Source: an optimization exercise on an open RTL-to-GDS flow (aim: small area). Production flows keep margins and buffers that such runs may drop.
The RTL was checked by simulation tests, not by an equivalence proof against the original design.
No activity file was given, so power comes from the tool's default toggle rates.

===== design/flow/design.v =====
package cfg_pkg;
    typedef logic [63:0] cmd_word_t;     
    typedef logic [31:0] rsp_word_t;     
    typedef logic [15:0] reg_addr_t;     
    typedef logic [15:0] half_t;
    typedef logic [31:0] dword_t;
    typedef logic [9:0]  dwaddr_t;
    typedef logic [3:0]  byte_en_t;
    typedef logic [31:0] period_t;
    localparam int RO_BITS   = 160;
    localparam int RW_BITS   = 160;
    localparam int REG_BYTES = RO_BITS / 8;
    localparam int RO_OFS_MAGIC    = 'h0;
    localparam int RO_OFS_BUSY     = 'h2;
    localparam int RO_OFS_COUNT    = 'h4;
    localparam int RO_OFS_RESULT   = 'h8;
    localparam int RO_OFS_RES_ADDR = 'hc;
    localparam int RO_OFS_PCIE_ID  = 'he;
    localparam int RO_OFS_ZERO     = 'h10;
    localparam int RW_OFS_MAGIC  = 'h0;
    localparam int RW_OFS_CTRL   = 'h2;
    localparam int RW_OFS_COUNT  = 'h4;
    localparam int RW_OFS_DATA   = 'h8;
    localparam int RW_OFS_ADDR   = 'hc;
    localparam int RW_OFS_PERIOD = 'h10;
    localparam half_t RO_MAGIC = 16'h2301;
    localparam half_t RW_MAGIC = 16'h6745;
    localparam dwaddr_t CLEAR_DWADDR = 10'd1;
    localparam dword_t  CLEAR_DATA   = 32'hff000105;
    typedef enum logic [1:0] {
        ARB_IDLE,
        ARB_HOST,
        ARB_TIMER
    } arb_state_t;
endpackage
`timescale 1ns/100ps
module cfg_top #(
    parameter cfg_pkg::period_t CLEAR_PERIOD_RESET = 62500
) (
    input  logic                clk_pcie,
    input  logic                rst,
    input  logic                i_cmd_valid,
    output logic                o_cmd_ready,
    input  cfg_pkg::cmd_word_t  i_cmd_data,
    output logic                o_rsp_valid,
    input  logic                i_rsp_ready,
    output cfg_pkg::rsp_word_t  o_rsp_data,
    input  logic [15:0]         i_pcie_id,
    output logic                o_cfg_mgmt_rd_en,
    output logic                o_cfg_mgmt_wr_en,
    output cfg_pkg::dwaddr_t    o_cfg_mgmt_dwaddr,
    output cfg_pkg::dword_t     o_cfg_mgmt_di,
    output cfg_pkg::byte_en_t   o_cfg_mgmt_byte_en,
    output logic                o_cfg_mgmt_wr_readonly,
    output logic                o_cfg_mgmt_wr_rw1c_as_rw,
    input  cfg_pkg::dword_t     i_cfg_mgmt_do,
    input  logic                i_cfg_mgmt_rd_wr_done
);
    localparam int NB = cfg_pkg::REG_BYTES;      
    localparam logic [159:0] RW_RESET = {CLEAR_PERIOD_RESET,             
                                         16'h0000, 16'hf000,             
                                         32'h0,                          
                                         32'(cfg_pkg::REG_BYTES),        
                                         16'h0018,                       
                                         cfg_pkg::RW_MAGIC};             
    logic [159:0] rw_q;
    logic rd_en_q, wr_en_q, result_valid_q;
    logic busy;
    logic host_req, host_ready, timer_ready;
    logic tmr_req_q;
    logic [1:0] tmr_be_q;        
    logic [31:0] count_q;
    cfg_pkg::dword_t   result_data_q;
    cfg_pkg::dwaddr_t  result_dwaddr_q;
    cfg_pkg::byte_en_t result_be_q;
    logic [15:0] cmd_addr;
    logic [14:0] ofs;
    logic [7:0]  val_lo, val_hi, msk_lo, msk_hi;
    logic        fire, cmd_read, cmd_write;
    assign cmd_addr = i_cmd_data[31:16];
    assign ofs      = cmd_addr[14:0];
    assign val_lo   = i_cmd_data[63:56];
    assign val_hi   = i_cmd_data[55:48];
    assign msk_lo   = i_cmd_data[47:40];
    assign msk_hi   = i_cmd_data[39:32];
    assign busy = rd_en_q | wr_en_q;
    assign o_cmd_ready = ~(o_rsp_valid & ~i_rsp_ready) &
                         ~(rw_q[18] & (rw_q[16] | rw_q[17] | busy));
    assign fire      = i_cmd_valid & o_cmd_ready;
    assign cmd_read  = fire & i_cmd_data[12];
    assign cmd_write = fire & i_cmd_data[13] & cmd_addr[15];
    logic [7:0] d_ev, d_od, nm_ev, nm_od;
    logic [7:0] d0_ev, d1_ev, d0_od, d1_od;     
    logic [9:0] sel_ev, sel_od;                  
    logic [NB-1:0] nbsel;
    logic [159:0] wen, wen_w, wdat;
    always_comb begin
        for (int m = 0; m < NB / 2; m++) begin
            sel_ev[m] = (ofs == 15'(2 * m)) | (m > 0 && ofs == 15'(2 * m - 1));
            sel_od[m] = (ofs == 15'(2 * m)) | (ofs == 15'(2 * m + 1));
        end
    end
    assign d_ev  = ofs[0] ? val_hi : val_lo;
    assign d_od  = ofs[0] ? val_lo : val_hi;
    assign d0_ev = d_ev & {8{~rst}};
    assign d1_ev = d_ev | {8{rst}};
    assign d0_od = d_od & {8{~rst}};
    assign d1_od = d_od | {8{rst}};
    assign nm_ev = ~((ofs[0] ? msk_hi : msk_lo) | {8{rst}});
    assign nm_od = ~((ofs[0] ? msk_lo : msk_hi) | {8{rst}});
    for (genvar b = 0; b < NB; b++) begin : g_wbyte
        if (b % 2 == 0) begin : g_ev
            assign nbsel[b] = ~(rst | (cmd_write & sel_ev[b / 2]));
        end else begin : g_od
            assign nbsel[b] = ~(rst | (cmd_write & sel_od[b / 2]));
        end
        for (genvar k = 0; k < 8; k++) begin : g_wbit
            cfg_nor2 u_en (.a(nbsel[b]), .b((b % 2 == 0) ? nm_ev[k] : nm_od[k]), .y(wen_w[8 * b + k]));
            if (RW_RESET[8 * b + k]) begin : g_r1
                assign wdat[8 * b + k] = (b % 2 == 0) ? d1_ev[k] : d1_od[k];
            end else begin : g_r0
                assign wdat[8 * b + k] = (b % 2 == 0) ? d0_ev[k] : d0_od[k];
            end
        end
    end
    always_comb begin
        wen = wen_w;
        wen[16] = wen_w[16] | (host_ready & rw_q[16]);
        wen[17] = wen_w[17] | (host_ready & ~rw_q[16]);
    end
    always_ff @(posedge clk_pcie) begin
        for (int i = 0; i < 160; i++) begin
            if (wen[i]) rw_q[i] <= wdat[i] & (i != 16 && i != 17 || wen_w[i]);
        end
    end
    logic [7:0]   rd_ev, rd_od, rd_lo, rd_hi;
    logic [9:0] sw_ev, sw_od, so_ev, so_od;
    assign sw_ev = sel_ev & {10{cmd_addr[15]}};
    assign sw_od = sel_od & {10{cmd_addr[15]}};
    assign so_ev = sel_ev & {10{~cmd_addr[15]}};
    assign so_od = sel_od & {10{~cmd_addr[15]}};
    logic g_ev0_0, g_ev0_1, g_ev0_2, g_ev0_3, g_ev0_4;
    cfg_aoi222 u_g_ev0_0 (.a1(sw_ev[0]), .a2(rw_q[0]), .b1(sw_ev[1]), .b2(rw_q[16]), .c1(so_ev[1]), .c2(rd_en_q), .y(g_ev0_0));
    cfg_aoi222 u_g_ev0_1 (.a1(sw_ev[2]), .a2(rw_q[32]), .b1(sw_ev[3]), .b2(rw_q[48]), .c1(sw_ev[4]), .c2(rw_q[64]), .y(g_ev0_1));
    cfg_aoi222 u_g_ev0_2 (.a1(so_ev[4]), .a2(result_data_q[0]), .b1(sw_ev[5]), .b2(rw_q[80]), .c1(so_ev[5]), .c2(result_data_q[16]), .y(g_ev0_2));
    cfg_aoi222 u_g_ev0_3 (.a1(sw_ev[6]), .a2(rw_q[96]), .b1(so_ev[6]), .b2(result_dwaddr_q[0]), .c1(sw_ev[7]), .c2(rw_q[112]), .y(g_ev0_3));
    cfg_aoi222 u_g_ev0_4 (.a1(so_ev[7]), .a2(i_pcie_id[0]), .b1(sw_ev[8]), .b2(rw_q[128]), .c1(sw_ev[9]), .c2(rw_q[144]), .y(g_ev0_4));
    assign rd_ev[0] = ~g_ev0_0 | ~g_ev0_1 | ~g_ev0_2 | ~g_ev0_3 | ~g_ev0_4 | so_ev[0];
    logic g_ev1_0, g_ev1_1, g_ev1_2, g_ev1_3, g_ev1_4;
    cfg_aoi222 u_g_ev1_0 (.a1(sw_ev[0]), .a2(rw_q[1]), .b1(sw_ev[1]), .b2(rw_q[17]), .c1(so_ev[1]), .c2(wr_en_q), .y(g_ev1_0));
    cfg_aoi222 u_g_ev1_1 (.a1(sw_ev[2]), .a2(rw_q[33]), .b1(sw_ev[3]), .b2(rw_q[49]), .c1(sw_ev[4]), .c2(rw_q[65]), .y(g_ev1_1));
    cfg_aoi222 u_g_ev1_2 (.a1(so_ev[4]), .a2(result_data_q[1]), .b1(sw_ev[5]), .b2(rw_q[81]), .c1(so_ev[5]), .c2(result_data_q[17]), .y(g_ev1_2));
    cfg_aoi222 u_g_ev1_3 (.a1(sw_ev[6]), .a2(rw_q[97]), .b1(so_ev[6]), .b2(result_dwaddr_q[1]), .c1(sw_ev[7]), .c2(rw_q[113]), .y(g_ev1_3));
    cfg_aoi222 u_g_ev1_4 (.a1(so_ev[7]), .a2(i_pcie_id[1]), .b1(sw_ev[8]), .b2(rw_q[129]), .c1(sw_ev[9]), .c2(rw_q[145]), .y(g_ev1_4));
    assign rd_ev[1] = ~g_ev1_0 | ~g_ev1_1 | ~g_ev1_2 | ~g_ev1_3 | ~g_ev1_4;
    logic g_ev2_0, g_ev2_1, g_ev2_2, g_ev2_3, g_ev2_4, g_ev2_5;
    cfg_aoi222 u_g_ev2_0 (.a1(sw_ev[0]), .a2(rw_q[2]), .b1(sw_ev[1]), .b2(rw_q[18]), .c1(sw_ev[2]), .c2(rw_q[34]), .y(g_ev2_0));
    cfg_aoi222 u_g_ev2_1 (.a1(sw_ev[3]), .a2(rw_q[50]), .b1(sw_ev[4]), .b2(rw_q[66]), .c1(so_ev[4]), .c2(result_data_q[2]), .y(g_ev2_1));
    cfg_aoi222 u_g_ev2_2 (.a1(sw_ev[5]), .a2(rw_q[82]), .b1(so_ev[5]), .b2(result_data_q[18]), .c1(sw_ev[6]), .c2(rw_q[98]), .y(g_ev2_2));
    cfg_aoi222 u_g_ev2_3 (.a1(so_ev[6]), .a2(result_dwaddr_q[2]), .b1(sw_ev[7]), .b2(rw_q[114]), .c1(so_ev[7]), .c2(i_pcie_id[2]), .y(g_ev2_3));
    cfg_nand2 u_g_ev2_4 (.a(sw_ev[8]), .b(rw_q[130]), .y(g_ev2_4));
    cfg_nand2 u_g_ev2_5 (.a(sw_ev[9]), .b(rw_q[146]), .y(g_ev2_5));
    assign rd_ev[2] = ~g_ev2_0 | ~g_ev2_1 | ~g_ev2_2 | ~g_ev2_3 | ~g_ev2_4 | ~g_ev2_5 | so_ev[2];
    logic g_ev3_0, g_ev3_1, g_ev3_2, g_ev3_3, g_ev3_4, g_ev3_5;
    cfg_aoi222 u_g_ev3_0 (.a1(sw_ev[0]), .a2(rw_q[3]), .b1(sw_ev[1]), .b2(rw_q[19]), .c1(sw_ev[2]), .c2(rw_q[35]), .y(g_ev3_0));
    cfg_aoi222 u_g_ev3_1 (.a1(sw_ev[3]), .a2(rw_q[51]), .b1(sw_ev[4]), .b2(rw_q[67]), .c1(so_ev[4]), .c2(result_data_q[3]), .y(g_ev3_1));
    cfg_aoi222 u_g_ev3_2 (.a1(sw_ev[5]), .a2(rw_q[83]), .b1(so_ev[5]), .b2(result_data_q[19]), .c1(sw_ev[6]), .c2(rw_q[99]), .y(g_ev3_2));
    cfg_aoi222 u_g_ev3_3 (.a1(so_ev[6]), .a2(result_dwaddr_q[3]), .b1(sw_ev[7]), .b2(rw_q[115]), .c1(so_ev[7]), .c2(i_pcie_id[3]), .y(g_ev3_3));
    cfg_nand2 u_g_ev3_4 (.a(sw_ev[8]), .b(rw_q[131]), .y(g_ev3_4));
    cfg_nand2 u_g_ev3_5 (.a(sw_ev[9]), .b(rw_q[147]), .y(g_ev3_5));
    assign rd_ev[3] = ~g_ev3_0 | ~g_ev3_1 | ~g_ev3_2 | ~g_ev3_3 | ~g_ev3_4 | ~g_ev3_5;
    logic g_ev4_0, g_ev4_1, g_ev4_2, g_ev4_3, g_ev4_4, g_ev4_5;
    cfg_aoi222 u_g_ev4_0 (.a1(sw_ev[0]), .a2(rw_q[4]), .b1(sw_ev[1]), .b2(rw_q[20]), .c1(sw_ev[2]), .c2(rw_q[36]), .y(g_ev4_0));
    cfg_aoi222 u_g_ev4_1 (.a1(sw_ev[3]), .a2(rw_q[52]), .b1(sw_ev[4]), .b2(rw_q[68]), .c1(so_ev[4]), .c2(result_data_q[4]), .y(g_ev4_1));
    cfg_aoi222 u_g_ev4_2 (.a1(sw_ev[5]), .a2(rw_q[84]), .b1(so_ev[5]), .b2(result_data_q[20]), .c1(sw_ev[6]), .c2(rw_q[100]), .y(g_ev4_2));
    cfg_aoi222 u_g_ev4_3 (.a1(so_ev[6]), .a2(result_dwaddr_q[4]), .b1(sw_ev[7]), .b2(rw_q[116]), .c1(so_ev[7]), .c2(i_pcie_id[4]), .y(g_ev4_3));
    cfg_nand2 u_g_ev4_4 (.a(sw_ev[8]), .b(rw_q[132]), .y(g_ev4_4));
    cfg_nand2 u_g_ev4_5 (.a(sw_ev[9]), .b(rw_q[148]), .y(g_ev4_5));
    assign rd_ev[4] = ~g_ev4_0 | ~g_ev4_1 | ~g_ev4_2 | ~g_ev4_3 | ~g_ev4_4 | ~g_ev4_5 | so_ev[2];
    logic g_ev5_0, g_ev5_1, g_ev5_2, g_ev5_3, g_ev5_4, g_ev5_5;
    cfg_aoi222 u_g_ev5_0 (.a1(sw_ev[0]), .a2(rw_q[5]), .b1(sw_ev[1]), .b2(rw_q[21]), .c1(sw_ev[2]), .c2(rw_q[37]), .y(g_ev5_0));
    cfg_aoi222 u_g_ev5_1 (.a1(sw_ev[3]), .a2(rw_q[53]), .b1(sw_ev[4]), .b2(rw_q[69]), .c1(so_ev[4]), .c2(result_data_q[5]), .y(g_ev5_1));
    cfg_aoi222 u_g_ev5_2 (.a1(sw_ev[5]), .a2(rw_q[85]), .b1(so_ev[5]), .b2(result_data_q[21]), .c1(sw_ev[6]), .c2(rw_q[101]), .y(g_ev5_2));
    cfg_aoi222 u_g_ev5_3 (.a1(so_ev[6]), .a2(result_dwaddr_q[5]), .b1(sw_ev[7]), .b2(rw_q[117]), .c1(so_ev[7]), .c2(i_pcie_id[5]), .y(g_ev5_3));
    cfg_nand2 u_g_ev5_4 (.a(sw_ev[8]), .b(rw_q[133]), .y(g_ev5_4));
    cfg_nand2 u_g_ev5_5 (.a(sw_ev[9]), .b(rw_q[149]), .y(g_ev5_5));
    assign rd_ev[5] = ~g_ev5_0 | ~g_ev5_1 | ~g_ev5_2 | ~g_ev5_3 | ~g_ev5_4 | ~g_ev5_5;
    logic g_ev6_0, g_ev6_1, g_ev6_2, g_ev6_3, g_ev6_4, g_ev6_5;
    cfg_aoi222 u_g_ev6_0 (.a1(sw_ev[0]), .a2(rw_q[6]), .b1(sw_ev[1]), .b2(rw_q[22]), .c1(sw_ev[2]), .c2(rw_q[38]), .y(g_ev6_0));
    cfg_aoi222 u_g_ev6_1 (.a1(sw_ev[3]), .a2(rw_q[54]), .b1(sw_ev[4]), .b2(rw_q[70]), .c1(so_ev[4]), .c2(result_data_q[6]), .y(g_ev6_1));
    cfg_aoi222 u_g_ev6_2 (.a1(sw_ev[5]), .a2(rw_q[86]), .b1(so_ev[5]), .b2(result_data_q[22]), .c1(sw_ev[6]), .c2(rw_q[102]), .y(g_ev6_2));
    cfg_aoi222 u_g_ev6_3 (.a1(so_ev[6]), .a2(result_dwaddr_q[6]), .b1(sw_ev[7]), .b2(rw_q[118]), .c1(so_ev[7]), .c2(i_pcie_id[6]), .y(g_ev6_3));
    cfg_nand2 u_g_ev6_4 (.a(sw_ev[8]), .b(rw_q[134]), .y(g_ev6_4));
    cfg_nand2 u_g_ev6_5 (.a(sw_ev[9]), .b(rw_q[150]), .y(g_ev6_5));
    assign rd_ev[6] = ~g_ev6_0 | ~g_ev6_1 | ~g_ev6_2 | ~g_ev6_3 | ~g_ev6_4 | ~g_ev6_5;
    logic g_ev7_0, g_ev7_1, g_ev7_2, g_ev7_3, g_ev7_4, g_ev7_5;
    cfg_aoi222 u_g_ev7_0 (.a1(sw_ev[0]), .a2(rw_q[7]), .b1(sw_ev[1]), .b2(rw_q[23]), .c1(sw_ev[2]), .c2(rw_q[39]), .y(g_ev7_0));
    cfg_aoi222 u_g_ev7_1 (.a1(sw_ev[3]), .a2(rw_q[55]), .b1(sw_ev[4]), .b2(rw_q[71]), .c1(so_ev[4]), .c2(result_data_q[7]), .y(g_ev7_1));
    cfg_aoi222 u_g_ev7_2 (.a1(sw_ev[5]), .a2(rw_q[87]), .b1(so_ev[5]), .b2(result_data_q[23]), .c1(sw_ev[6]), .c2(rw_q[103]), .y(g_ev7_2));
    cfg_aoi222 u_g_ev7_3 (.a1(so_ev[6]), .a2(result_dwaddr_q[7]), .b1(sw_ev[7]), .b2(rw_q[119]), .c1(so_ev[7]), .c2(i_pcie_id[7]), .y(g_ev7_3));
    cfg_nand2 u_g_ev7_4 (.a(sw_ev[8]), .b(rw_q[135]), .y(g_ev7_4));
    cfg_nand2 u_g_ev7_5 (.a(sw_ev[9]), .b(rw_q[151]), .y(g_ev7_5));
    assign rd_ev[7] = ~g_ev7_0 | ~g_ev7_1 | ~g_ev7_2 | ~g_ev7_3 | ~g_ev7_4 | ~g_ev7_5;
    logic g_od0_0, g_od0_1, g_od0_2, g_od0_3, g_od0_4, g_od0_5;
    cfg_aoi222 u_g_od0_0 (.a1(sw_od[0]), .a2(rw_q[8]), .b1(sw_od[1]), .b2(rw_q[24]), .c1(sw_od[2]), .c2(rw_q[40]), .y(g_od0_0));
    cfg_aoi222 u_g_od0_1 (.a1(sw_od[3]), .a2(rw_q[56]), .b1(sw_od[4]), .b2(rw_q[72]), .c1(so_od[4]), .c2(result_data_q[8]), .y(g_od0_1));
    cfg_aoi222 u_g_od0_2 (.a1(sw_od[5]), .a2(rw_q[88]), .b1(so_od[5]), .b2(result_data_q[24]), .c1(sw_od[6]), .c2(rw_q[104]), .y(g_od0_2));
    cfg_aoi222 u_g_od0_3 (.a1(so_od[6]), .a2(result_dwaddr_q[8]), .b1(sw_od[7]), .b2(rw_q[120]), .c1(so_od[7]), .c2(i_pcie_id[8]), .y(g_od0_3));
    cfg_nand2 u_g_od0_4 (.a(sw_od[8]), .b(rw_q[136]), .y(g_od0_4));
    cfg_nand2 u_g_od0_5 (.a(sw_od[9]), .b(rw_q[152]), .y(g_od0_5));
    assign rd_od[0] = ~g_od0_0 | ~g_od0_1 | ~g_od0_2 | ~g_od0_3 | ~g_od0_4 | ~g_od0_5 | so_od[0];
    logic g_od1_0, g_od1_1, g_od1_2, g_od1_3, g_od1_4, g_od1_5;
    cfg_aoi222 u_g_od1_0 (.a1(sw_od[0]), .a2(rw_q[9]), .b1(sw_od[1]), .b2(rw_q[25]), .c1(sw_od[2]), .c2(rw_q[41]), .y(g_od1_0));
    cfg_aoi222 u_g_od1_1 (.a1(sw_od[3]), .a2(rw_q[57]), .b1(sw_od[4]), .b2(rw_q[73]), .c1(so_od[4]), .c2(result_data_q[9]), .y(g_od1_1));
    cfg_aoi222 u_g_od1_2 (.a1(sw_od[5]), .a2(rw_q[89]), .b1(so_od[5]), .b2(result_data_q[25]), .c1(sw_od[6]), .c2(rw_q[105]), .y(g_od1_2));
    cfg_aoi222 u_g_od1_3 (.a1(so_od[6]), .a2(result_dwaddr_q[9]), .b1(sw_od[7]), .b2(rw_q[121]), .c1(so_od[7]), .c2(i_pcie_id[9]), .y(g_od1_3));
    cfg_nand2 u_g_od1_4 (.a(sw_od[8]), .b(rw_q[137]), .y(g_od1_4));
    cfg_nand2 u_g_od1_5 (.a(sw_od[9]), .b(rw_q[153]), .y(g_od1_5));
    assign rd_od[1] = ~g_od1_0 | ~g_od1_1 | ~g_od1_2 | ~g_od1_3 | ~g_od1_4 | ~g_od1_5 | so_od[0];
    logic g_od2_0, g_od2_1, g_od2_2, g_od2_3, g_od2_4;
    cfg_aoi222 u_g_od2_0 (.a1(sw_od[0]), .a2(rw_q[10]), .b1(sw_od[1]), .b2(rw_q[26]), .c1(sw_od[2]), .c2(rw_q[42]), .y(g_od2_0));
    cfg_aoi222 u_g_od2_1 (.a1(sw_od[3]), .a2(rw_q[58]), .b1(sw_od[4]), .b2(rw_q[74]), .c1(so_od[4]), .c2(result_data_q[10]), .y(g_od2_1));
    cfg_aoi222 u_g_od2_2 (.a1(sw_od[5]), .a2(rw_q[90]), .b1(so_od[5]), .b2(result_data_q[26]), .c1(sw_od[6]), .c2(rw_q[106]), .y(g_od2_2));
    cfg_aoi222 u_g_od2_3 (.a1(sw_od[7]), .a2(rw_q[122]), .b1(so_od[7]), .b2(i_pcie_id[10]), .c1(sw_od[8]), .c2(rw_q[138]), .y(g_od2_3));
    cfg_nand2 u_g_od2_4 (.a(sw_od[9]), .b(rw_q[154]), .y(g_od2_4));
    assign rd_od[2] = ~g_od2_0 | ~g_od2_1 | ~g_od2_2 | ~g_od2_3 | ~g_od2_4;
    logic g_od3_0, g_od3_1, g_od3_2, g_od3_3, g_od3_4, g_od3_5;
    cfg_aoi222 u_g_od3_0 (.a1(sw_od[0]), .a2(rw_q[11]), .b1(sw_od[1]), .b2(rw_q[27]), .c1(sw_od[2]), .c2(rw_q[43]), .y(g_od3_0));
    cfg_aoi222 u_g_od3_1 (.a1(sw_od[3]), .a2(rw_q[59]), .b1(sw_od[4]), .b2(rw_q[75]), .c1(so_od[4]), .c2(result_data_q[11]), .y(g_od3_1));
    cfg_aoi222 u_g_od3_2 (.a1(sw_od[5]), .a2(rw_q[91]), .b1(so_od[5]), .b2(result_data_q[27]), .c1(sw_od[6]), .c2(rw_q[107]), .y(g_od3_2));
    cfg_aoi222 u_g_od3_3 (.a1(so_od[6]), .a2(result_valid_q), .b1(sw_od[7]), .b2(rw_q[123]), .c1(so_od[7]), .c2(i_pcie_id[11]), .y(g_od3_3));
    cfg_nand2 u_g_od3_4 (.a(sw_od[8]), .b(rw_q[139]), .y(g_od3_4));
    cfg_nand2 u_g_od3_5 (.a(sw_od[9]), .b(rw_q[155]), .y(g_od3_5));
    assign rd_od[3] = ~g_od3_0 | ~g_od3_1 | ~g_od3_2 | ~g_od3_3 | ~g_od3_4 | ~g_od3_5;
    logic g_od4_0, g_od4_1, g_od4_2, g_od4_3, g_od4_4, g_od4_5;
    cfg_aoi222 u_g_od4_0 (.a1(sw_od[0]), .a2(rw_q[12]), .b1(sw_od[1]), .b2(rw_q[28]), .c1(sw_od[2]), .c2(rw_q[44]), .y(g_od4_0));
    cfg_aoi222 u_g_od4_1 (.a1(sw_od[3]), .a2(rw_q[60]), .b1(sw_od[4]), .b2(rw_q[76]), .c1(so_od[4]), .c2(result_data_q[12]), .y(g_od4_1));
    cfg_aoi222 u_g_od4_2 (.a1(sw_od[5]), .a2(rw_q[92]), .b1(so_od[5]), .b2(result_data_q[28]), .c1(sw_od[6]), .c2(rw_q[108]), .y(g_od4_2));
    cfg_aoi222 u_g_od4_3 (.a1(so_od[6]), .a2(result_be_q[0]), .b1(sw_od[7]), .b2(rw_q[124]), .c1(so_od[7]), .c2(i_pcie_id[12]), .y(g_od4_3));
    cfg_nand2 u_g_od4_4 (.a(sw_od[8]), .b(rw_q[140]), .y(g_od4_4));
    cfg_nand2 u_g_od4_5 (.a(sw_od[9]), .b(rw_q[156]), .y(g_od4_5));
    assign rd_od[4] = ~g_od4_0 | ~g_od4_1 | ~g_od4_2 | ~g_od4_3 | ~g_od4_4 | ~g_od4_5;
    logic g_od5_0, g_od5_1, g_od5_2, g_od5_3, g_od5_4, g_od5_5;
    cfg_aoi222 u_g_od5_0 (.a1(sw_od[0]), .a2(rw_q[13]), .b1(sw_od[1]), .b2(rw_q[29]), .c1(sw_od[2]), .c2(rw_q[45]), .y(g_od5_0));
    cfg_aoi222 u_g_od5_1 (.a1(sw_od[3]), .a2(rw_q[61]), .b1(sw_od[4]), .b2(rw_q[77]), .c1(so_od[4]), .c2(result_data_q[13]), .y(g_od5_1));
    cfg_aoi222 u_g_od5_2 (.a1(sw_od[5]), .a2(rw_q[93]), .b1(so_od[5]), .b2(result_data_q[29]), .c1(sw_od[6]), .c2(rw_q[109]), .y(g_od5_2));
    cfg_aoi222 u_g_od5_3 (.a1(so_od[6]), .a2(result_be_q[1]), .b1(sw_od[7]), .b2(rw_q[125]), .c1(so_od[7]), .c2(i_pcie_id[13]), .y(g_od5_3));
    cfg_nand2 u_g_od5_4 (.a(sw_od[8]), .b(rw_q[141]), .y(g_od5_4));
    cfg_nand2 u_g_od5_5 (.a(sw_od[9]), .b(rw_q[157]), .y(g_od5_5));
    assign rd_od[5] = ~g_od5_0 | ~g_od5_1 | ~g_od5_2 | ~g_od5_3 | ~g_od5_4 | ~g_od5_5 | so_od[0];
    logic g_od6_0, g_od6_1, g_od6_2, g_od6_3, g_od6_4, g_od6_5;
    cfg_aoi222 u_g_od6_0 (.a1(sw_od[0]), .a2(rw_q[14]), .b1(sw_od[1]), .b2(rw_q[30]), .c1(sw_od[2]), .c2(rw_q[46]), .y(g_od6_0));
    cfg_aoi222 u_g_od6_1 (.a1(sw_od[3]), .a2(rw_q[62]), .b1(sw_od[4]), .b2(rw_q[78]), .c1(so_od[4]), .c2(result_data_q[14]), .y(g_od6_1));
    cfg_aoi222 u_g_od6_2 (.a1(sw_od[5]), .a2(rw_q[94]), .b1(so_od[5]), .b2(result_data_q[30]), .c1(sw_od[6]), .c2(rw_q[110]), .y(g_od6_2));
    cfg_aoi222 u_g_od6_3 (.a1(so_od[6]), .a2(result_be_q[2]), .b1(sw_od[7]), .b2(rw_q[126]), .c1(so_od[7]), .c2(i_pcie_id[14]), .y(g_od6_3));
    cfg_nand2 u_g_od6_4 (.a(sw_od[8]), .b(rw_q[142]), .y(g_od6_4));
    cfg_nand2 u_g_od6_5 (.a(sw_od[9]), .b(rw_q[158]), .y(g_od6_5));
    assign rd_od[6] = ~g_od6_0 | ~g_od6_1 | ~g_od6_2 | ~g_od6_3 | ~g_od6_4 | ~g_od6_5;
    logic g_od7_0, g_od7_1, g_od7_2, g_od7_3, g_od7_4, g_od7_5;
    cfg_aoi222 u_g_od7_0 (.a1(sw_od[0]), .a2(rw_q[15]), .b1(sw_od[1]), .b2(rw_q[31]), .c1(sw_od[2]), .c2(rw_q[47]), .y(g_od7_0));
    cfg_aoi222 u_g_od7_1 (.a1(sw_od[3]), .a2(rw_q[63]), .b1(sw_od[4]), .b2(rw_q[79]), .c1(so_od[4]), .c2(result_data_q[15]), .y(g_od7_1));
    cfg_aoi222 u_g_od7_2 (.a1(sw_od[5]), .a2(rw_q[95]), .b1(so_od[5]), .b2(result_data_q[31]), .c1(sw_od[6]), .c2(rw_q[111]), .y(g_od7_2));
    cfg_aoi222 u_g_od7_3 (.a1(so_od[6]), .a2(result_be_q[3]), .b1(sw_od[7]), .b2(rw_q[127]), .c1(so_od[7]), .c2(i_pcie_id[15]), .y(g_od7_3));
    cfg_nand2 u_g_od7_4 (.a(sw_od[8]), .b(rw_q[143]), .y(g_od7_4));
    cfg_nand2 u_g_od7_5 (.a(sw_od[9]), .b(rw_q[159]), .y(g_od7_5));
    assign rd_od[7] = ~g_od7_0 | ~g_od7_1 | ~g_od7_2 | ~g_od7_3 | ~g_od7_4 | ~g_od7_5;
    assign rd_lo = ofs[0] ? rd_od : rd_ev;
    assign rd_hi = ofs[0] ? rd_ev : rd_od;
    always_ff @(posedge clk_pcie) begin
        if (rst) begin
            o_rsp_valid <= 1'b0;
        end else if (cmd_read) begin
            o_rsp_valid <= 1'b1;
        end else if (i_rsp_ready) begin
            o_rsp_valid <= 1'b0;
        end
    end
    always_ff @(posedge clk_pcie) begin
        if (cmd_read) begin
            o_rsp_data <= {cmd_addr, rd_lo, rd_hi};
        end
    end
    assign host_req    = rw_q[16] | rw_q[17];
    assign host_ready  = ~busy & host_req;                    
    assign timer_ready = ~busy & ~host_req & tmr_req_q;
    assign o_cfg_mgmt_rd_en = rd_en_q & ~i_cfg_mgmt_rd_wr_done;
    assign o_cfg_mgmt_wr_en = wr_en_q & ~i_cfg_mgmt_rd_wr_done;
    always_ff @(posedge clk_pcie) begin
        if (rst) begin
            rd_en_q        <= 1'b0;
            wr_en_q        <= 1'b0;
            result_valid_q <= 1'b0;
        end else if (busy) begin
            if (i_cfg_mgmt_rd_wr_done) begin
                rd_en_q        <= 1'b0;
                wr_en_q        <= 1'b0;
                result_valid_q <= 1'b1;
            end
        end else if (host_ready | timer_ready) begin
            rd_en_q        <= host_ready & rw_q[16];
            wr_en_q        <= ~(host_ready & rw_q[16]);
            result_valid_q <= 1'b0;
        end
    end
    always_ff @(posedge clk_pcie) begin
        if (host_ready) begin
            o_cfg_mgmt_dwaddr        <= rw_q[96 +: 10];
            o_cfg_mgmt_di            <= rw_q[64 +: 32];
            o_cfg_mgmt_byte_en       <= rw_q[108 +: 4];
            o_cfg_mgmt_wr_readonly   <= rw_q[106];
            o_cfg_mgmt_wr_rw1c_as_rw <= rw_q[107];
        end else if (timer_ready) begin
            o_cfg_mgmt_dwaddr        <= cfg_pkg::CLEAR_DWADDR;
            o_cfg_mgmt_di            <= cfg_pkg::CLEAR_DATA;
            o_cfg_mgmt_byte_en       <= {tmr_be_q[1], 1'b0, tmr_be_q[0], tmr_be_q[0]};
            o_cfg_mgmt_wr_readonly   <= 1'b0;
            o_cfg_mgmt_wr_rw1c_as_rw <= 1'b0;
        end
        if (busy && i_cfg_mgmt_rd_wr_done) begin
            result_data_q   <= i_cfg_mgmt_do;
            result_dwaddr_q <= o_cfg_mgmt_dwaddr;
            result_be_q     <= o_cfg_mgmt_byte_en;
        end
    end
    logic tmr_on, advance, expired;
    assign tmr_on  = rw_q[19] | rw_q[20];
    assign advance = tmr_on & ~fire & ~busy & ~tmr_req_q;
    logic        cnt_clr, cnt_inc, cnt_hold;
    logic [31:0] cnt_p1;         
    logic [32:1] cnt_c;          
    logic [31:0] cnt_d;
    assign cnt_clr  = rst | ~tmr_on | tmr_req_q;
    assign cnt_inc  = advance & ~cnt_clr;
    assign cnt_hold = ~advance & ~cnt_clr;
    assign cnt_p1[0] = ~count_q[0];
    assign cnt_c[1]  = count_q[0];
    assign cnt_c[16] = &count_q[15:0];
    for (genvar i = 1; i < 32; i++) begin : g_inc
        if (i == 15) begin : g_lo_top
            assign cnt_p1[i] = count_q[i] ^ cnt_c[i];
        end else begin : g_ha
            cfg_ha u_ha (.a(count_q[i]), .b(cnt_c[i]), .s(cnt_p1[i]), .co(cnt_c[i + 1]));
        end
    end
    for (genvar i = 0; i < 32; i++) begin : g_cnt
        cfg_ao22 u_d (.a1(cnt_inc), .a2(cnt_p1[i]), .b1(cnt_hold), .b2(count_q[i]), .y(cnt_d[i]));
    end
    always_ff @(posedge clk_pcie) begin
        count_q <= cnt_d;
    end
    logic [32:0] cmp_sum;
    assign cmp_sum = {1'b0, count_q} + {1'b0, ~rw_q[128 +: 32]};
    assign expired = cmp_sum[32];
    always_ff @(posedge clk_pcie) begin
        if (rst) begin
            tmr_req_q <= 1'b0;
        end else if (advance && expired) begin
            tmr_req_q <= 1'b1;
        end else if (timer_ready) begin
            tmr_req_q <= 1'b0;
        end
    end
    always_ff @(posedge clk_pcie) begin
        if (advance && expired) begin
            tmr_be_q <= {rw_q[19], rw_q[20]};
        end
    end
endmodule
module cfg_aoi222 (
    input  logic a1, a2, b1, b2, c1, c2,
    output logic y
);
    assign y = ~((a1 & a2) | (b1 & b2) | (c1 & c2));
endmodule
module cfg_aoi22 (
    input  logic a1, a2, b1, b2,
    output logic y
);
    assign y = ~((a1 & a2) | (b1 & b2));
endmodule
module cfg_nand2 (
    input  logic a, b,
    output logic y
);
    assign y = ~(a & b);
endmodule
module cfg_ha (
    input  logic a, b,
    output logic s, co
);
    assign {co, s} = a + b;
endmodule
module cfg_ao22 (
    input  logic a1, a2, b1, b2,
    output logic y
);
    assign y = (a1 & a2) | (b1 & b2);
endmodule
module cfg_maj3 (
    input  logic a, b, c,
    output logic y
);
    assign y = (a & b) | (a & c) | (b & c);
endmodule
module cfg_nor2 (
    input  logic a, b,
    output logic y
);
    assign y = ~(a | b);
endmodule

===== design/flow/flow/run.sh =====
#!/bin/bash
# Standard layout, with the smallest buffer on every input and output port and a clock
# tree of few large leaf buffers without dummy loads.
set -euo pipefail
export BUFFER_PORTS_ARGS="-buffer_cell sky130_fd_sc_hd__buf_1"
export CTS_ARGS="-sink_clustering_enable -repair_clock_nets -dont_use_dummy_load -sink_clustering_size 30 -sink_clustering_max_diameter 80 -buf_list sky130_fd_sc_hd__clkbuf_16"
export RECOVER_POWER=100
bash standard.sh > standard_flow.log 2>&1

===== design/flow/standard.sh =====
#!/bin/bash
# synth_recipe.tcl (not shown) runs the flow's synth.tcl, then flattens the netlist and writes it again
# the make line also repeats each setting of config.mk as NAME=value (left out here)
make -C /OpenROAD-flow-scripts/flow DESIGN_CONFIG=/design/flow/config.mk WORK_HOME=/design/flow/orfs CLKGATE_MAP_FILE= SYNTH_SCRIPT=/design/flow/synth_recipe.tcl "${@:-finish}"

===== design/flow/config.mk =====
export PLATFORM = sky130hd
export DESIGN_NAME = cfg_top
export DESIGN_NICKNAME = cfg_top
export VERILOG_FILES = /design/flow/design.v
export SDC_FILE = /design/flow/constraint.sdc
export NUM_CORES = 4
export LEC_CHECK = 0
export CAP_MARGIN = 10
export CORE_MARGIN = 2
export CORE_UTILIZATION = 65
export GPL_TIMING_DRIVEN = 0
export SLEW_MARGIN = 10
export SYNTH_HIERARCHICAL = 1

===== design/flow/constraint.sdc =====
create_clock -name core_clock -period 5.0 [get_ports {clk_pcie}]
set_input_delay 1.0000 -clock core_clock [delete_from_list [all_inputs] [get_ports {clk_pcie}]]
set_output_delay 1.0000 -clock core_clock [all_outputs]
set_load 0.01 [all_outputs]

==> results of run 1 <==
-- modules after synthesis (local to each module, per instance) --
module | cells inside | cell area [µm²] | flip-flops and latches
cfg_top | 814 | 12300 | 325
cfg_ha | 1 | 12.5 | 0
cfg_aoi222 | 1 | 10.0 | 0
cfg_ao22 | 1 | 8.76 | 0
cfg_nand2 | 1 | 3.75 | 0
cfg_nor2 | 1 | 3.75 | 0
-- sequential cells by signal, summed over array words and instances, names as in the netlist, 2 cells and up --
signal              cells
result_be_q             4
rw_q                  160
count_q                32
tmr_be_q                2
o_rsp_data             32
result_dwaddr_q        10
o_cfg_mgmt_dwaddr      10
o_cfg_mgmt_byte_en      4
result_data_q          32
o_cfg_mgmt_di          32
-- worst paths after layout --
path | slack [ps] | from | cells past startpoint | end
worst max-delay path | 720 | i_cmd_data[21] | 12 | o_rsp_data[2]$_DFFE_PP_
worst min-delay path | 460 | o_cfg_mgmt_dwaddr[4]$_SDFFCE_PN0P_ | 0 | result_dwaddr_q[4]$_DFFE_PP_
worst max register to register | 1000 | rd_en_q$_SDFFE_PP0P_ | 3 | result_dwaddr_q[7]$_DFFE_PP_
worst min register to register | 460 | o_cfg_mgmt_dwaddr[4]$_SDFFCE_PN0P_ | 0 | result_dwaddr_q[4]$_DFFE_PP_
-- report_power, final --
part | total [µW] | internal [µW] | switching (µW)
clock | 1330 | 544 | 786
combinational | 727 | 187 | 540
sequential | 3430 | 3310 | 118
total | 5490 | 4040 | 1440
-- layout by cell type, fill, tap and decap left out, types with 32 or more instances in the layout --
cell type,count
edfxtp_1,288
dfxtp_1,37
clkbuf_1,38
buf_1,183
ha_1,61
nor2_1,221
a22o_1,32
and3_1,38
nand2_1,77
inv_1,39
a222oi_1,66
a21oi_1,39
-- logic make-up after synthesis --
family          after synthesis  synth area share, %
compound gates              180                 10.1
xor+xnor                      2                0.123
fa+ha+maj                    61                 5.34
buf+inv                      71                 1.87
flops                       325                 65.7
mux                          25                 1.77
simple gates                465                 15.2
-- through the flow --
step | std cells | hold WS, ps | setup TNS [ps] | setup slack, ps | cell area (µm²)
after global placement | 1594 | 427 | -17790 | -385 | 15300
after detailed placement | 1603 | 432 | 0 | 509 | 15600
after global routing | 1618 | 489 | 0 | 626 | 15800
final | 1618 | 457 | 0 | 719 | 15800
after CTS | 1618 | 457 | 0 | 1000 | 15900
after floorplan | 1129 | 451 | 0 | 1410 | 14300
-- area by class of cell --
cell class | instances | area share, %
buffer | 31 | 0.736
timing repair buffer | 194 | 4.75
inverter | 40 | 0.949
tap | 280 | 2.22
clock buffer | 15 | 2.37
multi-input combinational | 733 | 29.6
sequential | 325 | 59.4
-- metal layers --
metal  vias up  track usage [%]  share of wire, %
met5         -                0             0.029
met4         2             13.1               4.3
met3       115             7.54                13
met2       837             54.3                45
met1      5161             50.7                38
li1       4726                -                 -
-- worst max-delay path: cells and delay by family --
kind	cells	cell delay [ps]
simple gates	7	2320
buf+inv	3	650
compound gates	2	580
==> results.json, run 1 <==
{
  "status": "finished with violations",
  "so.violations": "capacitance limit, slew limit",
  "routed_wl_um": 41700,
  "power_density_nw_per_um2": 347,
  "synth_seq_cells": 325,
  "path_cells": "buf_1 > or4_1 > nor4_4 > nand2_1 > or2_1 > clkbuf_1 > nor3_1 > clkbuf_1 > a222oi_1 > nand2_1 > nor2_1 > a31oi_1",
  "syn2layout_area_growth_pct": 10.6,
  "row_count": 54,
  "hold_viol": 0,
  "synthDominantCellAreaShare_pct": 60.5,
  "slowest_stage": "or4_1",
  "die_height_um": 152,
  "num-nets-final": 1518,
  "portBuffers": 185,
  "core_area_um2": 21700,
  "slowest_delay_ps": 650,
  "syn-cell-area_um2": 14300,
  "die_w_um": 152,
  "setup_viol": 0,
  "cp-start-kind": "input pin",
  "cts_made_buffers": 15,
  "antenna_found_initial": 2,
  "ios": 201,
  "skew_ps": 63.3,
  "cts_tree": "done",
  "h-tree-depth": 1,
  "critical_path_class": "input pin to register",
  "drc": 0,
  "setup.worst_path.end_class": "register",
  "synth.net_count": 1307,
  "hold_class": "register to register",
  "routabilityCongestion": 0.963,
  "vias_per_cell": 6.70,
  "firstDrtPassIters": 7,
  "seq_area_frac_synth_pct": 65.7,
  "final_util_pct": 72.9,
  "root_buffer": "clkbuf_16",
  "ctsLongestPathBuffers": 3,
  "clk_latency_ps": 530,
  "ys_types": 48,
  "fin_total_pwr_uw": 5490,
  "ctsHoldBuffers": 0,
  "first_iter_violations": 1675,
  "grt_pass1_vias": 10183,
  "start_util_pct": 65.9,
  "track_usage_pct": 35.4,
  "post_cts_buffers": 0,
  "fin_crit_sh_pct": 85.6,
  "cp.arrival_ps": 4570,
  "synth.top_cells.by_count": "edfxtp_1, nor2_1, nand2_1, a222oi_1, ha_1",
  "die-area_um2": 23200,
  "async_reset_ff_share_pct": 0,
  "overflow": 0,
  "detail-route-antenna-nets": 0,
  "ir_worst_vdd_mv": 0.295,
  "vias": 10841,
  "dp_hpwl_um": 30300,
  "cap_violations": 8,
  "synth_area_leaders": "edfxtp_1, nor2_1, ha_1",
  "grt_pass1_wl_um": 61400,
  "slew_headroom_pct": -63.8,
  "synth_ff_type": "edfxtp_1",
  "yosysWarnings": 7,
  "synth_most_common_cell": "edfxtp_1",
  "grt_max_degree": 51,
  "avgSynthCellArea_um2": 12.7,
  "power_leakage_uw": 0.00591,
  "multi_input_area_um2": 4680,
  "diodes": 0,
  "timing.fmax_mhz": 234,
  "synth-edff-count": 288,
  "slew_viol_final": 135,
  "synth_top_area_cell": "edfxtp_1",
  "path_clk_slew_ps": 110,
  "required_ps": 5290,
  "period_minus_slack_ps": 4280,
  "seqCellArea_um2": 9390,
  "path_max_fanout": 7,
  "cts-resized-gates": 0,
  "worst_pin_slew_ps": 2450,
  "n_fill_cell": 1558,
  "wl_per_cell_um": 25.8,
  "rsz0062_at_grt": "false",
  "drive_gt1_share_pct": 2.62,
  "syn_inst": 1129,
  "cts.sinks": 325
}
==> run 2, diff against run 1 <==
--- a/design/flow/flow/run.sh
+++ b/design/flow/flow/run.sh
@@ -5,4 +5,3 @@
 export BUFFER_PORTS_ARGS="-buffer_cell sky130_fd_sc_hd__buf_1"
 export CTS_ARGS="-sink_clustering_enable -repair_clock_nets -dont_use_dummy_load -sink_clustering_size 30 -sink_clustering_max_diameter 80 -buf_list sky130_fd_sc_hd__clkbuf_16"
-export RECOVER_POWER=100
 bash standard.sh > standard_flow.log 2>&1
==> run 2 against run 1 <==
The run now finishes clean. Sequential power is essentially flat. Count of clock-buffer cells in the layout is the same. Critical path depth shrank 1. First-iteration DRC count grew 0.90%. Core utilization grew 0.57 points. Total power grew 0.11%. Sequential share of layout area shrank 0.46 points. Combinational power grew 2.8%. Maximum frequency shrank 0.44%.
==> results.json, run 2 <==
{
  "status": "timing/DRC/antenna clean",
  "synth_ff_type": "edfxtp_1",
  "vias_per_cell": 6.69,
  "critical_path_class": "input pin to register",
  "power_density_nw_per_um2": 345,
  "period_minus_slack_ps": 4300,
  "ys_types": 48,
  "detail-route-antenna-nets": 0,
  "syn_inst": 1129,
  "placed_area_um2": 15600,
  "slew_viol_final": 0,
  "portBuffers": 185,
  "gr-usage-met1_pct": 50.7,
  "firstDrtPassIters": 9,
  "num-nets-final": 1518,
  "grt_max_degree": 51,
  "syn-cell-area_um2": 14300,
  "wl_per_cell_um": 25.7,
  "final-instance-count-excl-fill": 1618,
  "grt_util_met2_pct": 54.3,
  "setup_viol": 0,
  "cts.sinks": 325,
  "cp-start-kind": "input pin",
  "synth_top_area_cell": "edfxtp_1",
  "cp.arrival_ps": 4590,
  "core_area_um2": 21700,
  "synth-edff-count": 288,
  "drive_gt1_share_pct": 4.11,
  "clk_latency_ps": 530,
  "diodes": 0,
  "slew_headroom_pct": 13.1,
  "ctsHoldBuffers": 0,
  "mostFrequentLayoutCells": "edfxtp_1, nor2_1, buf_1",
  "cts_made_buffers": 15,
  "setup.worst_path.end_class": "register",
  "multi_input_area_um2": 4760,
  "dp_hpwl_um": 30300,
  "synth.net_count": 1307,
  "timing.fmax_mhz": 233,
  "hold_class": "register to register",
  "synth.top_cells.by_count": "edfxtp_1, nor2_1, nand2_1, a222oi_1, ha_1",
  "synth_most_common_cell": "edfxtp_1",
  "avgSynthCellArea_um2": 12.7,
  "synth_area_leaders": "edfxtp_1, nor2_1, ha_1",
  "largest_register_ffs": 160,
  "required_ps": 5290,
  "grt_pass1_vias": 10183,
  "row_count": 54,
  "seqCellArea_um2": 9390,
  "post_cts_buffers": 0,
  "yosysWarnings": 7,
  "final_common_cell": "edfxtp_1",
  "use_met3_pct": 7.54,
  "synth_seq_cells": 325,
  "h-tree-depth": 1,
  "die_w_um": 152,
  "worst_pin_slew_ps": 1290,
  "top_usage_layer": "met2",
  "synthDominantCellAreaShare_pct": 60.5,
  "routabilityCongestion": 0.963,
  "path_max_fanout": 8,
  "power_leakage_uw": 0.00596,
  "skew_ps": 66.3,
  "first_iter_violations": 1690,
  "cts-resized-gates": 0,
  "grt_pass1_wl_um": 61400,
  "final_area_um2": 15900,
  "ir_worst_vdd_mv": 0.296,
  "overflow": 0,
  "cap_violations": 0,
  "drc": 0,
  "ctsLongestPathBuffers": 3,
  "hold_viol": 0,
  "routed_wl_um": 41600,
  "seq_area_frac_synth_pct": 65.7,
  "cts_tree": "done",
  "die_height_um": 152,
  "fin_crit_sh_pct": 86.0,
  "ios": 201,
  "async_reset_ff_share_pct": 0,
  "rsz0062_at_grt": "false",
  "path_clk_slew_ps": 110,
  "root_buffer": "clkbuf_16",
  "start_util_pct": 65.9,
  "regMostFlops": "rw_q",
  "dp.cells": 1603,
  "syn2layout_area_growth_pct": 11.5,
  "n_fill_cell": 1539,
  "track_usage_pct": 35.4,
  "antenna_found_initial": 2,
  "die-area_um2": 23200,
  "vias": 10818
}
## run 2: changes by cell type in the layout (fill, tap and decap cells not counted), sizes merged
cell    before  now
buf        187  198
clkbuf      53   42
## run 2: cells by family after synthesis
kind of cell / after synthesis / share of synthesized area (%)
xor gates and xnor gates: 2 / 0.123
AOI/OAI and AO/OA: 180 / 10.1
and+or+nand+nor: 465 / 15.2
muxes: 25 / 1.77
adders and majority gates: 61 / 5.34
buffers and inverters: 71 / 1.87
DFF: 325 / 65.7
## run 2: final cells by class
| cell class | instances | share of cell area [%] |
|---|---|---|
| Tap cell | 280 | 2.20 |
| Clock buffer | 15 | 2.35 |
| Sequential cell | 325 | 58.9 |
| Buffer | 31 | 0.738 |
| Inverter | 40 | 0.942 |
| Multi-Input combinational cell | 733 | 29.8 |
| Timing Repair Buffer | 194 | 5.03 |
## run 2: layer usage
| metal | vias up | part of all wire, % | wire [µm] |
|---|---|---|---|
| met1 | 5139 | 38 | 15700 |
| met5 | - | 0.029 | 12 |
| met2 | 847 | 45 | 18500 |
| met3 | 112 | 13 | 5610 |
| met4 | 2 | 4.4 | 1820 |
| li1 | 4718 | - | - |
## run 2: per-stage QoR
stage | TNS (ps) | hold WS, ps | utilization [%] | worst slack, ps | power, µW
final | 0 | 456 | 73.5 | 700 | 5490
after floorplan | 0 | 451 | - | 1410 | 3840
after global placement | -17790 | 427 | 70.7 | -385 | 4170
after detailed placement | 0 | 432 | 71.7 | 509 | 4210
after global routing | 0 | 489 | 73.5 | 711 | 5660
after CTS | 0 | 457 | 73.5 | 1000 | 5480
## run 2: worst paths after layout
kind,from,to,slack [ps],cells after the start
setup / recovery,i_cmd_data[21],o_rsp_data[12]$_DFFE_PP_,700,11
hold / removal,o_cfg_mgmt_dwaddr[6]$_SDFFCE_PN0P_,result_dwaddr_q[6]$_DFFE_PP_,460,0
setup reg to reg,count_q[15]$_DFF_P_,count_q[31]$_DFF_P_,1120,19
hold reg to reg,o_cfg_mgmt_dwaddr[6]$_SDFFCE_PN0P_,result_dwaddr_q[6]$_DFFE_PP_,460,0
## run 2: Yosys stat by module, one instance, submodules excluded
module,copies in the design,flops+latches,cell area [µm²]
cfg_ao22,32,0,8.76
cfg_top,1,325,12300
cfg_aoi222,66,0,10.0
cfg_nor2,160,0,3.75
cfg_ha,30,0,12.5
cfg_nand2,27,0,3.75
## run 2: where the power goes
group | switching, µW | leakage (µW) | internal (µW)
logic | 546 | 0.00279 | 201
registers | 118 | 0.00299 | 3300
clock network | 782 | 0.000185 | 544
total | 1450 | 0.00596 | 4050
## run 2: critical path, cell delays in order
cell and delay [ps]:
buf_1 80, or4_1 640, nor4_4 410, nand2_1 180
or2_1 230, clkbuf_1 220, nor2_1 800, a222oi_1 360
nand4_1 240, nor2_1 110, a31oi_1 310
==> run 3, diff against run 2 <==
==> design/flow/flow/run.sh (replaced) <==
#!/bin/bash
# Standard layout, with the smallest buffer on every input and output port and a clock
# tree of few large leaf buffers without dummy loads.
set -euo pipefail
export BUFFER_PORTS_ARGS="-buffer_cell sky130_fd_sc_hd__buf_1"
export CTS_ARGS="-sink_clustering_enable -repair_clock_nets -dont_use_dummy_load -sink_clustering_size 45 -sink_clustering_max_diameter 70 -buf_list sky130_fd_sc_hd__clkbuf_16"
bash standard.sh > standard_flow.log 2>&1
==> run 3 against run 2 <==
Sequential power barely moved. Synthesized cell count did not move. Non-clock buffer count did not move. Count of clock-buffer cells in the layout rose by 1. Critical path depth did not move. Total power rose by 0.88%.
==> results.json, run 3 <==
{
  "status": "timing/DRC/antenna clean",
  "hold_viol": 0,
  "power_frac_clock_pct": 24.7,
  "row_count": 54,
  "detail-route-antenna-nets": 0,
  "die-area_um2": 23200,
  "syn-cell-area_um2": 14300,
  "path_cells": "buf_1 > or4_1 > nor4_4 > nand2_1 > or2_1 > clkbuf_1 > nor2_1 > a222oi_1 > nand4_1 > nor2_1 > a31oi_1",
  "slew_viol_final": 0,
  "final_util_pct": 73.6,
  "post_cts_buffers": 0,
  "drc": 0,
  "h-tree-depth": 1,
  "avgSynthCellArea_um2": 12.7,
  "power_leakage_uw": 0.00597,
  "yosysWarnings": 7,
  "overflow": 0,
  "track_usage_pct": 35.3,
  "diodes": 0,
  "ctsLongestPathBuffers": 3,
  "synthDominantCellAreaShare_pct": 60.5,
  "cts.sinks": 325,
  "cp.arrival_ps": 4560,
  "slew_headroom_pct": 14.7,
  "wl_per_cell_um": 25.8,
  "synth_ff_type": "edfxtp_1",
  "fin_crit_sh_pct": 84.7,
  "rsz0062_at_grt": "false",
  "synth.net_count": 1307,
  "seqPwrFrac_pct": 61.7,
  "seq_area_frac_synth_pct": 65.7,
  "ir_worst_vdd_mv": 0.317,
  "synth_top_area_cell": "edfxtp_1",
  "largest_register_ffs": 160,
  "path_max_fanout": 8,
  "antenna_found_initial": 1,
  "core_area_um2": 21700,
  "root_buffer": "clkbuf_16",
  "clk_latency_ps": 530,
  "setup.worst_path.end_class": "register",
  "cp_top_family": "simple AND/OR/NAND/NOR gates",
  "vias": 10896,
  "drive_gt1_share_pct": 4.18,
  "synth_most_common_cell": "edfxtp_1",
  "start_util_pct": 65.9,
  "cpMostUsedCell": "nor2_1",
  "critical_path_buf_inv_count": 2,
  "grt_pass1_vias": 10098,
  "cts-resized-gates": 0,
  "mostFrequentLayoutCells": "edfxtp_1, nor2_1, buf_1",
  "hold_class": "register to register",
  "syn2layout_area_growth_pct": 11.7,
  "routabilityCongestion": 0.963,
  "p_int_uw": 4080,
  "syn_inst": 1129,
  "portBuffers": 185,
  "skew_ps": 49.5,
  "ys_types": 48,
  "p_comb_share_pct": 13.5,
  "cp-start-kind": "input pin",
  "slowest_delay_ps": 750,
  "cap_violations": 0,
  "die_w_um": 152,
  "ios": 201,
  "critical_path_class": "input pin to register",
  "grt_pass1_wl_um": 61200,
  "synth_area_leaders": "edfxtp_1, nor2_1, ha_1",
  "period_minus_slack_ps": 4230,
  "grt_max_degree": 51,
  "r2r_setup_slack_ps": 1170,
  "num-nets-final": 1519,
  "p_sw_uw": 1460,
  "die_height_um": 152,
  "synth-edff-count": 288,
  "p_sw_share_pct": 26.4,
  "path_clk_slew_ps": 110,
  "power_density_nw_per_um2": 347,
  "dp_hpwl_um": 30300,
  "timing.fmax_mhz": 236,
  "required_ps": 5330,
  "routed_wl_um": 41800,
  "synth_seq_cells": 325,
  "synth.top_cells.by_count": "edfxtp_1, nor2_1, nand2_1, a222oi_1, ha_1",
  "slowest_stage": "nor2_1",
  "vias_per_cell": 6.73,
  "first_iter_violations": 1875,
  "cts_tree": "done",
  "regMostFlops": "rw_q",
  "setup_viol": 0,
  "worst_pin_slew_ps": 1270,
  "firstDrtPassIters": 8,
  "ctsHoldBuffers": 0,
  "async_reset_ff_share_pct": 0,
  "cts_made_buffers": 16,
  "whs_ps": 456,
  "final_common_cell": "edfxtp_1"
}
## run 3: cells by family (layout without fill, tap and decap cells)
kind of cell             Yosys count  after routing  share of synthesized area, %
AO/OA/AOI/OAI                    180            180                          10.1
XOR/XNOR                           2              2                         0.123
adder cells (fa/ha/maj)           61             61                          5.34
buffers and inverters             71            281                          1.87
flip-flops                       325            325                          65.7
multiplexers                      25             25                          1.77
AND/OR/NAND/NOR                  465            465                          15.2
## run 3: path summary, 6_finish.rpt
check                                startpoint                      endpoint  cells past startpoint
max reg2reg                  count_q[3]$_DFF_P_           count_q[31]$_DFF_P_                     19
max                              i_cmd_data[21]      o_rsp_data[12]$_DFFE_PP_                     11
min          o_cfg_mgmt_dwaddr[4]$_SDFFCE_PN0P_  result_dwaddr_q[4]$_DFFE_PP_                      0
min reg2reg  o_cfg_mgmt_dwaddr[4]$_SDFFCE_PN0P_  result_dwaddr_q[4]$_DFFE_PP_                      0
## run 3: layer usage
metal / up-vias / global-route usage (%) / share of wire, %
met2: 881 / 54.2 / 45
li1: 4728 / - / -
met5: - / 0 / 0.029
met1: 5193 / 51.3 / 38
met3: 92 / 7.03 / 14
met4: 2 / 12.5 / 3.8
## run 3: per-module statistics from Yosys, one instance, submodules excluded
| module | times used | flip-flops and latches | cell area [µm²] | cells inside |
|---|---|---|---|---|
| cfg_aoi222 | 66 | 0 | 10.0 | 1 |
| cfg_nor2 | 160 | 0 | 3.75 | 1 |
| cfg_ha | 30 | 0 | 12.5 | 1 |
| cfg_nand2 | 27 | 0 | 3.75 | 1 |
| cfg_top | 1 | 325 | 12300 | 814 |
| cfg_ao22 | 32 | 0 | 8.76 | 1 |
## run 3: per-stage QoR
stage	setup TNS [ps]	instance area (µm²)	worst slack (ps)	std cells	power [µW]
after floorplan	0	14300	1410	1129	3840
after global placement	-17790	15300	-385	1594	4170
after detailed placement	0	15600	509	1603	4210
after CTS	0	16000	973	1619	5520
after global routing	0	16000	800	1619	5700
final	0	16000	767	1619	5540
## run 3: power groups by stage
| stage | logic, µW | registers [µW] | clock network [µW] |
|---|---|---|---|
| after global routing | 799 | 3440 | 1450 |
| after detailed placement | 731 | 3480 | 0 |
| after global placement | 687 | 3480 | 0 |
| after CTS | 738 | 3420 | 1370 |
| final | 750 | 3420 | 1370 |
| after floorplan | 345 | 3490 | 0 |
## run 3: layout make-up
type	instances	area (µm²)
buffer	31	118
clock buffer	16	400
fill	1529	5720
inverter	40	150
multi-input combinational	733	4760
sequential	325	9390
tap	280	350
timing repair buffer	194	802
==> run 4, diff against run 3 <==
==> design/flow/flow/run.sh (replaced) <==
#!/bin/bash
# Standard layout, with the smallest buffer on every input and output port and a clock
# tree of few large leaf buffers without dummy loads.
set -euo pipefail
export BUFFER_PORTS_ARGS="-buffer_cell sky130_fd_sc_hd__buf_1"
export CTS_ARGS="-sink_clustering_enable -repair_clock_nets -dont_use_dummy_load -sink_clustering_size 16 -sink_clustering_max_diameter 60 -buf_list sky130_fd_sc_hd__clkbuf_8"
bash standard.sh > standard_flow.log 2>&1
==> run 4 against run 3 <==
Combinational power is essentially flat. Count of clock-buffer cells in the layout grew 10. Total power shrank 2.0%. First-iteration DRC count shrank 2.1%. Highest routed layer is now met4. Largest power group unchanged. Wire length shrank 0.34%. Critical path type unchanged. Clock skew grew 29 ps. Critical path depth is the same. Die area is the same. Area after synthesis is the same. Sequential share of layout area grew 0.14 points.
==> results.json, run 4 <==
{
  "status": "timing/DRC/antenna clean",
  "cts_tree": "done",
  "cts.sinks": 325,
  "die-area_um2": 23200,
  "period_minus_slack_ps": 4170,
  "overflow": 0,
  "vias": 10898,
  "row_count": 54,
  "mostFrequentLayoutCells": "edfxtp_1, nor2_1, buf_1",
  "drive_gt1_share_pct": 4.97,
  "final_area_um2": 15900,
  "power_leakage_uw": 0.00596,
  "skew_ps": 78.7,
  "seq_area_frac_synth_pct": 65.7,
  "wl_per_cell_um": 25.6,
  "async_reset_ff_share_pct": 0,
  "start_util_pct": 65.9,
  "grt_pass1_vias": 10121,
  "syn-cell-area_um2": 14300,
  "cp_top_family": "simple AND/OR/NAND/NOR gates",
  "ios": 201,
  "final_common_cell": "edfxtp_1",
  "worst_pin_slew_ps": 1110,
  "drc": 0,
  "post_cts_buffers": 0,
  "path_cells": "buf_1 > or4_1 > nor4_4 > nand2_1 > or2_1 > clkbuf_1 > nor2_1 > a222oi_1 > nand2_1 > nor4_1 > a32oi_1",
  "power_density_nw_per_um2": 341,
  "required_ps": 5330,
  "rsz0062_at_grt": "false",
  "synth-edff-count": 288,
  "reg2reg_from": "count_q[15]$_DFF_P_",
  "crit_start": "i_cmd_data[23]",
  "slowest_delay_ps": 730,
  "cp.arrival_ps": 4500,
  "hold_class": "register to register",
  "h-tree-depth": 1,
  "synth_area_leaders": "edfxtp_1, nor2_1, ha_1",
  "firstDrtPassIters": 9,
  "cp-start-kind": "input pin",
  "slowest_stage": "nor2_1",
  "syn2layout_area_growth_pct": 11.4,
  "seqCellArea_um2": 9390,
  "cpMostUsedCell": "nand2_1",
  "grt_max_degree": 51,
  "setup_viol": 0,
  "slew_viol_final": 0,
  "vias_per_cell": 6.69,
  "synthDominantCellAreaShare_pct": 60.5,
  "ctsLongestPathBuffers": 3,
  "hold_viol": 0,
  "syn_inst": 1129,
  "num-nets-final": 1529,
  "cts_made_buffers": 26,
  "synth.net_count": 1307,
  "path_clk_slew_ps": 100,
  "detail-route-antenna-nets": 0,
  "cts-resized-gates": 0,
  "synth_most_common_cell": "edfxtp_1",
  "ys_types": 48,
  "antenna_found_initial": 1,
  "cap_violations": 0,
  "core_area_um2": 21700,
  "synth_top_area_cell": "edfxtp_1",
  "diodes": 0,
  "root_buffer": "clkbuf_8",
  "path_max_fanout": 8,
  "clk_latency_ps": 590,
  "largest_register_ffs": 160,
  "die_w_um": 152,
  "critical_path_buf_inv_count": 2,
  "slew_headroom_pct": 25.7,
  "routed_wl_um": 41700,
  "first_iter_violations": 1836,
  "n_fill_cell": 1548,
  "portBuffers": 185,
  "dp_hpwl_um": 30300,
  "synth_ff_type": "edfxtp_1",
  "fin_crit_sh_pct": 83.3,
  "final_util_pct": 73.4,
  "track_usage_pct": 35.4,
  "yosysWarnings": 7,
  "synth.top_cells.by_count": "edfxtp_1, nor2_1, nand2_1, a222oi_1, ha_1",
  "min_from": "o_cfg_mgmt_dwaddr[4]$_SDFFCE_PN0P_",
  "grt_pass1_wl_um": 61400,
  "avgSynthCellArea_um2": 12.7,
  "ctsHoldBuffers": 0,
  "timing.fmax_mhz": 240,
  "multi_input_area_um2": 4760,
  "routabilityCongestion": 0.963,
  "regMostFlops": "rw_q",
  "critical_path_class": "input pin to register",
  "synth_seq_cells": 325,
  "placed_area_um2": 15600,
  "die_height_um": 152,
  "setup.worst_path.end_class": "register",
  "ir_worst_vdd_mv": 0.261
}
run 4: cell counts after synthesis:
Identical to the previous run, type by type.
run 4: worst paths after layout:
path | end | slack [ps] | cells after the start
setup / recovery | o_rsp_data[10]$_DFFE_PP_ | 830 | 11
hold / removal | result_dwaddr_q[4]$_DFFE_PP_ | 450 | 0
setup reg to reg | count_q[31]$_DFF_P_ | 1140 | 19
hold reg to reg | result_dwaddr_q[4]$_DFFE_PP_ | 450 | 0
run 4: kinds of logic after synthesis:
| group | after synthesis | share of synthesized area (%) |
|---|---|---|
| AOI/OAI and AO/OA | 180 | 10.1 |
| and+or+nand+nor | 465 | 15.2 |
| DFF | 325 | 65.7 |
| buffers and inverters | 71 | 1.87 |
| muxes | 25 | 1.77 |
| adders and majority gates | 61 | 5.34 |
| xor gates and xnor gates | 2 | 0.123 |
run 4: final cells by class:
cell class              instances  share of cell area [%]
plain buffers                  31                   0.738
clock buffers                  26                    2.25
inverters                      40                   0.943
multi-input cells             733                    29.9
flip-flops and latches        325                    58.9
well taps                     280                    2.20
repair buffers                194                    5.04
run 4: metal layers:
| layer | GRT usage, % | vias to the layer above | share of wire, % |
|---|---|---|---|
| met4 | 11.6 | 0 | 3.8 |
| met2 | 53.9 | 907 | 45 |
| met3 | 7.28 | 92 | 14 |
| li1 | - | 4729 | - |
| met5 | 0 | - | 0 |
| met1 | 52.0 | 5170 | 37 |
run 4: per-stage QoR:
step	setup slack, ps	power [µW]	hold slack (ps)	TNS, ps	cells
after floorplan	1410	3840	451	0	1129
after global placement	-385	4170	427	-17790	1594
after detailed placement	509	4210	432	0	1603
after CTS	1090	5430	454	0	1629
after global routing	786	5610	470	0	1629
final	834	5430	451	0	1629
run 4: power breakdown:
part           switching, µW  internal (µW)
clock                    797            464
combinational            547            201
sequential               119           3300
run 4: per-module statistics from Yosys, one instance, submodules excluded:
| module | cells inside | cell area, µm² |
|---|---|---|
| cfg_nand2 | 1 | 3.75 |
| cfg_aoi222 | 1 | 10.0 |
| cfg_ha | 1 | 12.5 |
| cfg_top | 814 | 12300 |
| cfg_nor2 | 1 | 3.75 |
| cfg_ao22 | 1 | 8.76 |

==> port drivers added, routing unchanged <==
How much do the figures lean on ideal ports? The routed layouts below were timed once more, with nothing changed but the port constraints.
Step 1, drivers: a clkbuf_16 drives clk_pcie and a buf_2 each remaining input, both assumed.
Step 2 moves the port delays by t, midway between the first and last clock arrival at a register: inputs arrive t later, outputs are due t later. That takes back most of the time a late clock gives input paths.
a / b / c = ideal ports / drivers / drivers and shift; a / b = the first two.
run | shift t [ns] | setup WS [ns] | worst setup path after step 2
run 1 | 0.553 | 0.719 / 0.751 / 0.198 | input to register
run 2 | 0.553 | 0.700 / 0.733 / 0.179 | input to register
run 3 | 0.559 | 0.767 / 0.797 / 0.237 | input to register
run 4 | 0.605 | 0.834 / 0.860 / 0.255 | input to register
For run 4, which loses most, drivers alone change the setup slack by +0.026 ns; drivers and shift together by -0.579 ns.
